This design comes from an exercise in tuning for small area on the open sky130 flow, not from production work. The RTL was checked by simulation tests, not by an equivalence proof against the original design. No activity file was given, so power comes from the tool's default toggle rates.

## run A
==> flow/design.v <==
`timescale 1ns / 1ps
module flash_download_sequencer (
   input  logic        clock,
   input  logic        reset,
   input  logic        csr_valid,
   output logic        csr_ready,
   input  logic [2:0]  csr_index,
   input  logic [31:0] csr_data,
   input  logic        req_tvalid,
   output logic        req_tready,
   input  logic [31:0] req_tdata,   
   input  logic [10:0] req_tuser,   
   output logic        rsp_tvalid,
   input  logic        rsp_tready,
   output logic [71:0] rsp_tdata,
   output logic [2:0]  rsp_tuser    
);
   localparam logic [2:0] C_PROG    = 3'd0;
   localparam logic [2:0] C_UNL_OK  = 3'd1;
   localparam logic [2:0] C_UNL_BAD = 3'd2;
   localparam logic [2:0] C_SIZE    = 3'd3;
   localparam logic [2:0] C_XFER    = 3'd4;
   localparam logic [2:0] C_EXIT    = 3'd5;
   localparam logic [2:0] C_UNK     = 3'd6;
   localparam logic [2:0] S_IDLE = 3'd0;
   localparam logic [2:0] S_PROG = 3'd1;
   localparam logic [2:0] S_UNLK = 3'd2;
   localparam logic [2:0] S_DONE = 3'd3;
   localparam logic [2:0] S_EXIT = 3'd4;
   localparam logic [2:0] S_SZ0  = 3'd6;
   localparam logic [2:0] S_SZ1  = 3'd7;
   localparam logic [2:0] R_POS    = 3'b000;
   localparam logic [2:0] R_NEG    = 3'b001;
   localparam logic [2:0] R_NONE   = 3'b010;
   localparam logic [2:0] R_LAUNCH = 3'b011;
   localparam logic [2:0] R_WRITE  = 3'b100;
   logic [10:0] program_id, unlock_id, size_id, transfer_id, exit_id;
   logic [31:0] unlock_key, image_base;
   assign csr_ready = 1'b1;
   logic [31:0] cdata;
   logic [6:0]  cwe;
   assign cdata = csr_data & {32{~reset}};
   always_comb begin
      for (int i = 0; i < 7; i++) cwe[i] = reset | (csr_valid & (csr_index == 3'(i)));
   end
   always_ff @(posedge clock) begin
      if (cwe[0]) program_id  <= {cdata[10:1], cdata[0] | reset};
      if (cwe[1]) unlock_id   <= {cdata[10:2], cdata[1] | reset, cdata[0]};
      if (cwe[2]) size_id     <= {cdata[10:2], cdata[1] | reset, cdata[0] | reset};
      if (cwe[3]) transfer_id <= {cdata[10:3], cdata[2] | reset, cdata[1:0]};
      if (cwe[4]) exit_id     <= {cdata[10:3], cdata[2] | reset, cdata[1], cdata[0] | reset};
      if (cwe[5]) unlock_key  <= cdata;
      if (cwe[6]) image_base  <= cdata;
   end
   logic [2:0] push_code;
   always_comb begin
      if (req_tuser == program_id)       push_code = C_PROG;
      else if (req_tuser == unlock_id)   push_code = (req_tdata == unlock_key) ? C_UNL_OK
                                                                               : C_UNL_BAD;
      else if (req_tuser == size_id)     push_code = C_SIZE;
      else if (req_tuser == transfer_id) push_code = C_XFER;
      else if (req_tuser == exit_id)     push_code = C_EXIT;
      else                               push_code = C_UNK;
   end
   logic [31:0] q_data [4];
   logic [2:0]  q_code [4];
   logic [1:0]  wr_ptr, rd_ptr;
   logic        q_full;
   logic        q_empty;
   logic        push, pop;
   assign q_empty    = (wr_ptr == rd_ptr) & ~q_full;
   assign req_tready = ~q_full;
   assign push       = req_tvalid & ~q_full;
   always_ff @(posedge clock) begin
      if (reset) begin
         wr_ptr <= '0;
         rd_ptr <= '0;
         q_full <= 1'b0;
      end else begin
         if (push) wr_ptr <= wr_ptr + 2'd1;
         if (pop)  rd_ptr <= rd_ptr + 2'd1;
         if (push & ~pop)      q_full <= (wr_ptr + 2'd1 == rd_ptr);
         else if (pop & ~push) q_full <= 1'b0;
      end
   end
   always_ff @(posedge clock) begin
      if (push) begin
         q_data[wr_ptr] <= req_tdata;
         q_code[wr_ptr] <= push_code;
      end
   end
   logic [31:0] h_data;
   logic [2:0]  h_code;
   logic [3:0]  rd_sel;
   always_comb begin
      for (int i = 0; i < 4; i++) rd_sel[i] = (rd_ptr == 2'(i));
      h_data = '0;
      h_code = '0;
      for (int i = 0; i < 4; i++) begin
         h_data = h_data | (q_data[i] & {32{rd_sel[i]}});
         h_code = h_code | (q_code[i] & {3{rd_sel[i]}});
      end
   end
   logic [2:0]  stage;
   logic [31:0] addr_q;      
   logic [7:0]  wip;         
   logic [29:0] rem_q;       
   logic        rem_nz;      
   logic        r_valid;
   logic [2:0]  r_code;
   logic [31:0] r_data;
   logic        exec;
   logic        sized;
   logic        last;
   assign exec  = ~q_empty & (~r_valid | rsp_tready);
   assign pop   = exec;
   assign sized = (stage[2:1] == 2'b11);
   assign last  = (rem_q == 30'd0) | ((rem_q == 30'd1) & ~rem_nz);
   logic [29:0] addr_inc;
   logic [29:0] rem_dec;
   logic [7:0]  wip_inc;
   logic [29:0] rem_q_n;
   assign rem_q_n = ~rem_q;
   always_comb begin
      logic c;
      logic [5:0] blk_a, blk_r;
      for (int b = 0; b < 6; b++) begin
         blk_a[b] = &addr_q[b*5+2 +: 5];
         blk_r[b] = &rem_q_n[b*5 +: 5];
      end
      for (int b = 0; b < 6; b++) begin
         c = stage[0];
         for (int j = 0; j < b; j++) c = c & blk_a[j];
         for (int i = b*5; i < b*5+5; i++) begin
            addr_inc[i] = addr_q[i+2] ^ c;
            c             = addr_q[i+2] & c;
         end
         c = 1'b1;
         for (int j = 0; j < b; j++) c = c & blk_r[j];
         for (int i = b*5; i < b*5+5; i++) begin
            rem_dec[i] = rem_q[i] ^ c;
            c          = rem_q_n[i] & c;
         end
      end
      c = 1'b1;
      for (int i = 0; i < 8; i++) begin
         wip_inc[i] = wip[i] ^ c;
         c          = wip[i] & c;
      end
   end
   always_ff @(posedge clock) begin
      if (reset) begin
         stage   <= S_IDLE;
         r_valid <= 1'b0;
      end else begin
         if (exec | rsp_tready) r_valid <= exec;
         if (exec) begin
            case (h_code)
               C_PROG:    stage <= (stage == S_IDLE) ? S_PROG : S_IDLE;
               C_UNL_OK:  stage <= (stage == S_PROG) ? S_UNLK : S_IDLE;
               C_UNL_BAD: stage <= S_IDLE;
               C_SIZE:    if (stage == S_UNLK) stage <= S_SZ0;
               C_XFER:    if (sized) stage <= last ? S_DONE : S_SZ1;
               C_EXIT:    if (stage == S_DONE) stage <= S_EXIT;
               default: ;
            endcase
         end
      end
   end
   always_ff @(posedge clock) begin
      if (exec) begin
         r_code <= R_NEG;
         case (h_code)
            C_PROG: begin
               if (stage == S_IDLE) begin
                  r_code <= R_POS;
                  addr_q <= image_base;
                  wip    <= '0;
               end
            end
            C_UNL_OK: begin
               if (stage == S_PROG) r_code <= R_POS;
            end
            C_SIZE: begin
               if (stage == S_UNLK) begin
                  r_code <= R_POS;
                  rem_q  <= h_data[31:2];
                  rem_nz <= |h_data[1:0];
               end
            end
            C_XFER: begin
               if (sized) begin
                  r_code <= {R_WRITE[2:1], &wip};
                  r_data <= h_data;
                  addr_q <= {addr_inc, addr_q[1:0]};
                  wip    <= wip_inc;
                  rem_q  <= rem_dec;
               end
            end
            C_EXIT: begin
               if (stage == S_DONE) r_code <= R_LAUNCH;
            end
            C_UNL_BAD: ;
            default: r_code <= R_NONE;
         endcase
      end
   end
   logic r_wv;
   assign r_wv = r_code[2];
   assign rsp_tvalid = r_valid;
   assign rsp_tdata  = {6'b0,
                        ~r_wv & r_code[1] & r_code[0],           
                        r_wv & r_code[0],                        
                        r_data & {32{r_wv}},
                        addr_q & {32{r_wv}}};
   assign rsp_tuser  = {r_wv,
                        ~r_wv & r_code[1] & ~r_code[0],          
                        ~r_wv & ~r_code[1] & r_code[0]};         
endmodule
==> flow/config.mk <==
export PLATFORM = sky130hd
export DESIGN_NAME = flash_download_sequencer
export DESIGN_NICKNAME = flash_download_sequencer
export VERILOG_FILES = /design/flow/design.v
export SDC_FILE = /design/flow/constraint.sdc
export NUM_CORES = 4
export LEC_CHECK = 0
export CAP_MARGIN = 5
export CORE_MARGIN = 2
export CORE_UTILIZATION = 55
export PLACE_DENSITY = 0.7
export SLEW_MARGIN = 5
==> flow/constraint.sdc <==
create_clock -name core_clock -period 4.0 [get_ports {clock}]
set_input_delay 0.8000 -clock core_clock [delete_from_list [all_inputs] [get_ports {clock}]]
set_output_delay 0.8000 -clock core_clock [all_outputs]
set_load 0.01 [all_outputs]
standard.sh (not shown) runs the stock make flow with config.mk's settings and CLKGATE_MAP_FILE= SYNTH_SCRIPT=/design/flow/synth_recipe.tcl, a recipe that flattens the netlist after the stock synthesis.
==> flow/flow/run.sh <==
#!/bin/bash
# Standard ORFS layout with two changes: the port buffers use the smallest
# buffer cell, and clock tree synthesis inserts no dummy loads and uses
# clkbuf_8 with larger sink clusters.
set -euo pipefail
export BUFFER_PORTS_ARGS="-buffer_cell sky130_fd_sc_hd__buf_1"
export CTS_ARGS="-sink_clustering_enable -repair_clock_nets -dont_use_dummy_load -buf_list sky130_fd_sc_hd__clkbuf_8 -sink_clustering_size 20 -sink_clustering_max_diameter 70"
bash standard.sh > standard_flow.log 2>&1
[inputs] run B vs run A
- PLACE_DENSITY: 0.7 -> 0.85
- CORE_UTILIZATION: 55 -> 72
-- flow/flow/run.sh --
<<< run A, line 6
>>> run B, line 6
export RECOVER_POWER=100
Findings:
- Run A closes out successfully: all stages finished, all timing, DRC and antenna checks passed.
- From the logs: run B reached the end of the flow and failed the layout checks with capacitance limit, slew limit.
- Compared to run A, run B has die area about 23% lower.
- Compared with run A, run B shows a smallest hold slack that is 0.0086 ns higher.
- On clock power, run A and run B are neck and neck.
The inputs of run C differ from those of run B as listed below.
- changing CORE_UTILIZATION from 72 to 55
- changing PLACE_DENSITY from 0.85 to 0.7
-- flow/flow/run.sh --
<<< run B, line 6
export RECOVER_POWER=100
>>> run C, line 6
<<< run B, line 8
export CTS_ARGS="-sink_clustering_enable -repair_clock_nets -dont_use_dummy_load -buf_list sky130_fd_sc_hd__clkbuf_8 -sink_clustering_size 20 -sink_clustering_max_diameter 70"
>>> run C, line 7
export CTS_ARGS="-sink_clustering_enable -repair_clock_nets -dont_use_dummy_load -buf_list sky130_fd_sc_hd__clkbuf_8 -sink_clustering_size 20 -sink_clustering_max_diameter 60"
--- outcome ---
The final report for run B shows a completed flow and a layout that fails verification, specifically capacitance limit, slew limit.
Run C: full flow OK, the timing, DRC and antenna checks passed
Maximum achievable frequency: run C better than run B
Run C vs run B on largest fanout on the critical path: run C is the higher one.
Diff run B..run C | maximum number of buffers from clock root to sink | unchanged
Of run B and run C, run C shows the higher register-to-register slack, with run B below it.
Compared with run B, in run C floorplan die width rose by 22 um; depth of the worst register-to-register path saw an increase; routed wire length shows a reduction of about 1.3%; wire length of the first global-routing pass now smaller; total number of nets in the final design higher.
Changes in run D relative to run C:
- swapping 55 for 65 in CORE_UTILIZATION
- swapping 0.7 for 0.78 in PLACE_DENSITY
-- flow/flow/run.sh --
<<< run C, line 7
export CTS_ARGS="-sink_clustering_enable -repair_clock_nets -dont_use_dummy_load -buf_list sky130_fd_sc_hd__clkbuf_8 -sink_clustering_size 20 -sink_clustering_max_diameter 60"
>>> run D, line 7
export CTS_ARGS="-sink_clustering_enable -repair_clock_nets -dont_use_dummy_load -buf_list sky130_fd_sc_hd__clkbuf_8 -sink_clustering_size 20 -sink_clustering_max_diameter 70"
==> results.txt <==
Across run D and run C, the outcome is the same: a clean finish for every run.
On final setup slack of the worst path, run C beats run D.
NOTE: clock network contribution to total cell area in run D falls short of that of run C
Design area of run D falls short of that of run C slightly.
The total sequential power on run C is in line with that on run D.
Going from run C to run D, filler-free cell count of the finished design went down 65; minimum hold slack went up 0.028 ns.
Edits applied to the flow inputs when going from run D to run E:
- swapping 0.78 for 0.85 in PLACE_DENSITY
- swapping 65 for 72 in CORE_UTILIZATION
Results
Between run E and run D, the combinational-cell power consumption figures differ only marginally.
Total internal power of run E is on par with run D.
On fmax, run E does better than run D.
In the flow results for run D and run E, the final worst-path cycle share is larger on run D.

## what the ideal ports hide
Ports are ideal in the flow. The routed layouts listed here were re-timed in OpenROAD.
Step 1 assumes that a clkbuf_16 drives the clock port and a buf_2 every other input.
Step 2 moves the port delays by t, midway between the first and last clock arrival at a register: inputs arrive t later, outputs are due t later. That takes back most of the time a late clock gives input paths.
Slacks: ideal / step 1 / step 2; pairs: ideal / step 1.
| run | t (ns) | setup WS [ns] | hold slack, ns | worst setup path at the end | clock arrival spread, ns |
|---|---|---|---|---|---|
| run A | 0.594 | 0.737 / 0.737 / 0.737 | 0.508 / 0.486 / 0.528 | register to register | 0.042 / 0.042 |
| run B | 0.594 | 0.582 / 0.582 / 0.261 | 0.517 / 0.499 / 0.517 | input to register | 0.026 / 0.026 |
| run C | 0.612 | 0.730 / 0.715 / 0.730 | 0.488 / 0.470 / 0.501 | register to register | 0.047 / 0.048 |
| run D | 0.588 | 0.675 / 0.675 / 0.675 | 0.516 / 0.498 / 0.516 | register to register | 0.032 / 0.032 |
| run E | 0.593 | 0.854 / 0.811 / 0.866 | 0.517 / 0.500 / 0.517 | register to register | 0.028 / 0.028 |
For run B, which loses most, drivers alone change the setup slack by 0.000 ns; drivers and shift together by -0.321 ns.
